What follows belongs to an exercise in optimizing a design on an open flow for a short achievable clock period and few clock cycles per item; a production flow would make more cautious choices. The RTL was checked by simulation tests, not by an equivalence proof against the original design. No driver is modelled on the clock port, so clock power and skew are understated where the tree is cut down; a real chip needs a root buffer or a tree. No activity file was given, so power comes from the tool's default toggle rates.

==> inputs of exp/tundra <==
// mips_core
module mips_core (
	input  logic                  clk,
	input  logic                  reset,
	input  logic [32-1:0] instr_in,
	input  logic [32-1:0] data_in,
	output logic [32-1:0] instr_addr,
	output logic [32-1:0] data_addr,
	output logic [32-1:0] data_out,
	output logic                  data_rd_wr
);
export LEC_CHECK = 0
export ABC_CLOCK_PERIOD_IN_PS = 100
export CAP_MARGIN = 20
export CELL_PAD_IN_SITES_DETAIL_PLACEMENT = 1
export CELL_PAD_IN_SITES_GLOBAL_PLACEMENT = 1
export CORE_MARGIN = 2
export CORE_UTILIZATION = 40
export SETUP_SLACK_MARGIN = 2.75
export SLEW_MARGIN = 20
export SYNTH_HIERARCHICAL = 1
export SYNTH_MINIMUM_KEEP_SIZE = 0
export TNS_END_PERCENT = 100
create_clock -name core_clock -period 5.0 [get_ports {clk}]
standard.sh (not shown) runs the stock make flow with config.mk's settings and CLKGATE_MAP_FILE= SYNTH_SCRIPT=/design/flow/synth_recipe.tcl, a recipe that flattens the netlist after the stock synthesis.
==> flow/flow/run.sh <==
#!/bin/bash
# Standard layout with these changes:
#  - ports get buf_8 buffers (not the smallest buffer, a delay cell);
#  - the resizer may swap a cell for any cell of the same function (not only
#    one of the same footprint);
#  - a222oi, which the library has in one weak size only, is not used, so
#    that the resizer can size every gate of the mapped netlist;
#  - timing repair does not clone gates (a clone can be left driving a net
#    too heavy for it, a slew violation);
#  - sink clusters of at most 24 registers, no dummy loads for balancing;
set -euo pipefail
here=$(pwd)
export POST_CTS_TCL=$here/flow/post_cts.tcl
# the platform's own don't-use list, plus a222oi; given on make's command
# line, as ORFS passes only those on to its per-step makes
base_du=$(make -s -C "$FLOW_HOME" DESIGN_CONFIG=$here/config.mk WORK_HOME=$here/orfs \
  print-DONT_USE_CELLS 2> $here/print_dont_use.log | sed -n 's/^DONT_USE_CELLS: //p')
[[ -n "$base_du" ]] || { echo "no DONT_USE_CELLS from the platform" >&2; exit 1; }
du="$base_du sky130_fd_sc_hd__a222oi_1"
export CTS_ARGS="-sink_clustering_enable -repair_clock_nets -sink_clustering_size 24 -sink_clustering_max_diameter 80 -dont_use_dummy_load"
bash standard.sh MATCH_CELL_FOOTPRINT=0 SKIP_GATE_CLONING=1 "BUFFER_PORTS_ARGS=-buffer_cell sky130_fd_sc_hd__buf_8" \
  "DONT_USE_CELLS=$du" finish > $here/standard_flow.log 2>&1
Other scripts of this flow, unchanged in this note and not shown: flow/flow/post_cts.tcl
==> exp/willow (differences from exp/tundra) <==
--- a/flow/design.v
+++ b/flow/design.v
@@ -214,19 +214,17 @@
 	logic        w2_wen, w3_wen;	 
 	logic [4:0]  w2_dest, w3_dest;
 	logic [31:0] w2_val, w3_val;
 	logic [15:0] w_hi, w_hi_n;	 
 	logic [31:0] w_val;	 
-	always_ff @(posedge clk) begin
-		if (reset) begin
-			for (int i = 1; i < 32; i++)
-				rf[i] <= (i == 29) ? 32'h8012_0000 : 32'd0;
-		end else if (w_wen) begin
-			for (int i = 1; i < 32; i++)
-				if (w_oh[i])
-					rf[i] <= w_val;
-		end
+	logic rf_rst;
+	always_ff @(posedge clk)
+		rf_rst <= reset;
+	always_ff @(posedge clk) begin
+		for (int i = 1; i < 32; i++)
+			if (w_oh[i])
+				rf[i] <= rf_rst ? ((i == 29) ? 32'h8012_0000 : 32'd0) : w_val;
 	end
 	logic h1_rs, h1_rt, h2_rs, h2_rt, h3_rs, h3_rt, h4_rs, h4_rt, h5_rs, h5_rt;
 	assign h1_rs = x1_wen && (x1_dest == rs);
 	assign h1_rt = x1_wen && (x1_dest == rt);
 	assign h2_rs = x2_wen && (x2_dest == rs);
@@ -407,10 +405,16 @@
 	assign hi_res = {hi_sum[15:0], x2_lo};
 	logic [31:0] w_alu, w_ld;
 	logic        w_isld;
 	assign w_val = w_isld ? w_ld : w_alu;
 	always_ff @(posedge clk) begin
+		if (reset)
+			w_oh <= '1;
+		else
+			w_oh <= x2_wen ? onehot5(x2_dest) : '0;
+	end
+	always_ff @(posedge clk) begin
 		if (reset) begin
 			w_wen  <= 1'b0;
 			w2_wen <= 1'b0;
 			w3_wen <= 1'b0;
 		end else begin
@@ -425,11 +429,10 @@
 		w3_dest <= w2_dest;
 		w2_val  <= w_val;
 		w3_val  <= w2_val;
 	end
 	always_ff @(posedge clk) begin
-		w_oh   <= onehot5(x2_dest);
 		w_alu  <= hi_res;
 		w_ld   <= data_in;
 		w_isld <= x2_load;
 		w_hi   <= hi_sum[15:0];
 		w_hi_n <= ~hi_sum[15:0];
==> flow/flow/run.sh (replaced) <==
#!/bin/bash
# Standard layout with these changes:
#  - ports get buf_8 buffers (not the smallest buffer, a delay cell);
#  - the resizer may swap a cell for any cell of the same function (not only
#    one of the same footprint);
#  - a222oi, which the library has in one weak size only, is not used, so
#    that the resizer can size every gate of the mapped netlist;
#  - sink clusters of at most 24 registers, no dummy loads for balancing;
set -euo pipefail
here=$(pwd)
export POST_CTS_TCL=$here/flow/post_cts.tcl
# the platform's own don't-use list, plus a222oi; given on make's command
# line, as ORFS passes only those on to its per-step makes
base_du=$(make -s -C "$FLOW_HOME" DESIGN_CONFIG=$here/config.mk WORK_HOME=$here/orfs \
  print-DONT_USE_CELLS 2> $here/print_dont_use.log | sed -n 's/^DONT_USE_CELLS: //p')
[[ -n "$base_du" ]] || { echo "no DONT_USE_CELLS from the platform" >&2; exit 1; }
du="$base_du sky130_fd_sc_hd__a222oi_1"
export CTS_ARGS="-sink_clustering_enable -repair_clock_nets -sink_clustering_size 24 -sink_clustering_max_diameter 80 -dont_use_dummy_load"
bash standard.sh MATCH_CELL_FOOTPRINT=0 "BUFFER_PORTS_ARGS=-buffer_cell sky130_fd_sc_hd__buf_8" \
  "DONT_USE_CELLS=$du" finish > $here/standard_flow.log 2>&1
Settings changed: SETUP_SLACK_MARGIN 2.75 to 2.6.
==> summary of the runs <==
Routed wire length: exp/tundra is larger than exp/willow (42%).
Of exp/willow and exp/tundra, exp/tundra has the higher synthesized area (gap 2.8%, measured against exp/tundra).
Against exp/tundra, the hold slack of exp/willow is worse by 6.4 ps.
Of exp/tundra and exp/willow, exp/tundra has the higher first-iteration DRC count (gap about 43%, measured against exp/willow).
Between exp/tundra and exp/willow, the lower register-to-register slack is in exp/tundra (gap 470 ps).
Core utilization: exp/willow is lower than exp/tundra (4.5 points).
exp/tundra ran to the end with no violations. exp/willow finished clean.
==> figures <==
item                                                                              exp/tundra        exp/willow
Status                                                                        finished clean    finished clean
Reg2reg setup slack                                                                  2020 ps           2490 ps
Final setup margin                                                                   2020 ps           2490 ps
Power per cell area                                                              249 nW/um^2       351 nW/um^2
Detailed-routed wire length on met3                                                 60400 um          39700 um
Fraction of layout instances using a drive strength above 1                            28.9%             23.7%
Diode count                                                                               28                12
Number of vias in the routed layout                                                    80.9k             59.7k
Top cell class by occupied area                              multi-input combinational cells  sequential cells
First drt pass iteration count                                                             7                 8
Pin count of the biggest net entering global routing                                     158               111
Starting utilization of the core area                                                  40.2%             40.4%
Sequential portion of the cell area                                                    36.3%             52.4%
Testbench counts of exp/tundra, summed over its fixed seeds: cycles 16,443, instrs 16,248.
Testbench counts of exp/willow, summed over its fixed seeds: cycles 16,443, instrs 16,248.

## re-timing with driven ports
The results above use ideal ports. As a check the final layouts listed here were re-extracted and re-timed, cells and wires unchanged. Step 1, drivers: a clkbuf_16 drives clk and a buf_2 each remaining input, both assumed. Step 2 also shifts input and output timing later by t, the mid clock arrival at the registers, as if the neighbouring blocks saw the same clock. Slacks: ideal ports / drivers / drivers and shift; pairs: ideal ports / drivers.
run | t, ns | setup slack, ns | worst hold slack (ns) | slew at the worst register clock pin (ns) | pins driven straight from the clock port
exp/tundra | 0.866 | 2.022 / 2.022 / 2.017 | 0.372 / 0.354 / 0.372 | 0.11 / 0.11 | 4
exp/willow | 0.796 | 2.489 / 2.489 / 2.098 | 0.366 / 0.366 / 0.366 | 0.11 / 0.11 | 4
After both steps setup and hold are still met in every run listed. The setup slack of exp/willow, which loses most, moves by 0.000 ns with the drivers and by -0.391 ns with both steps.
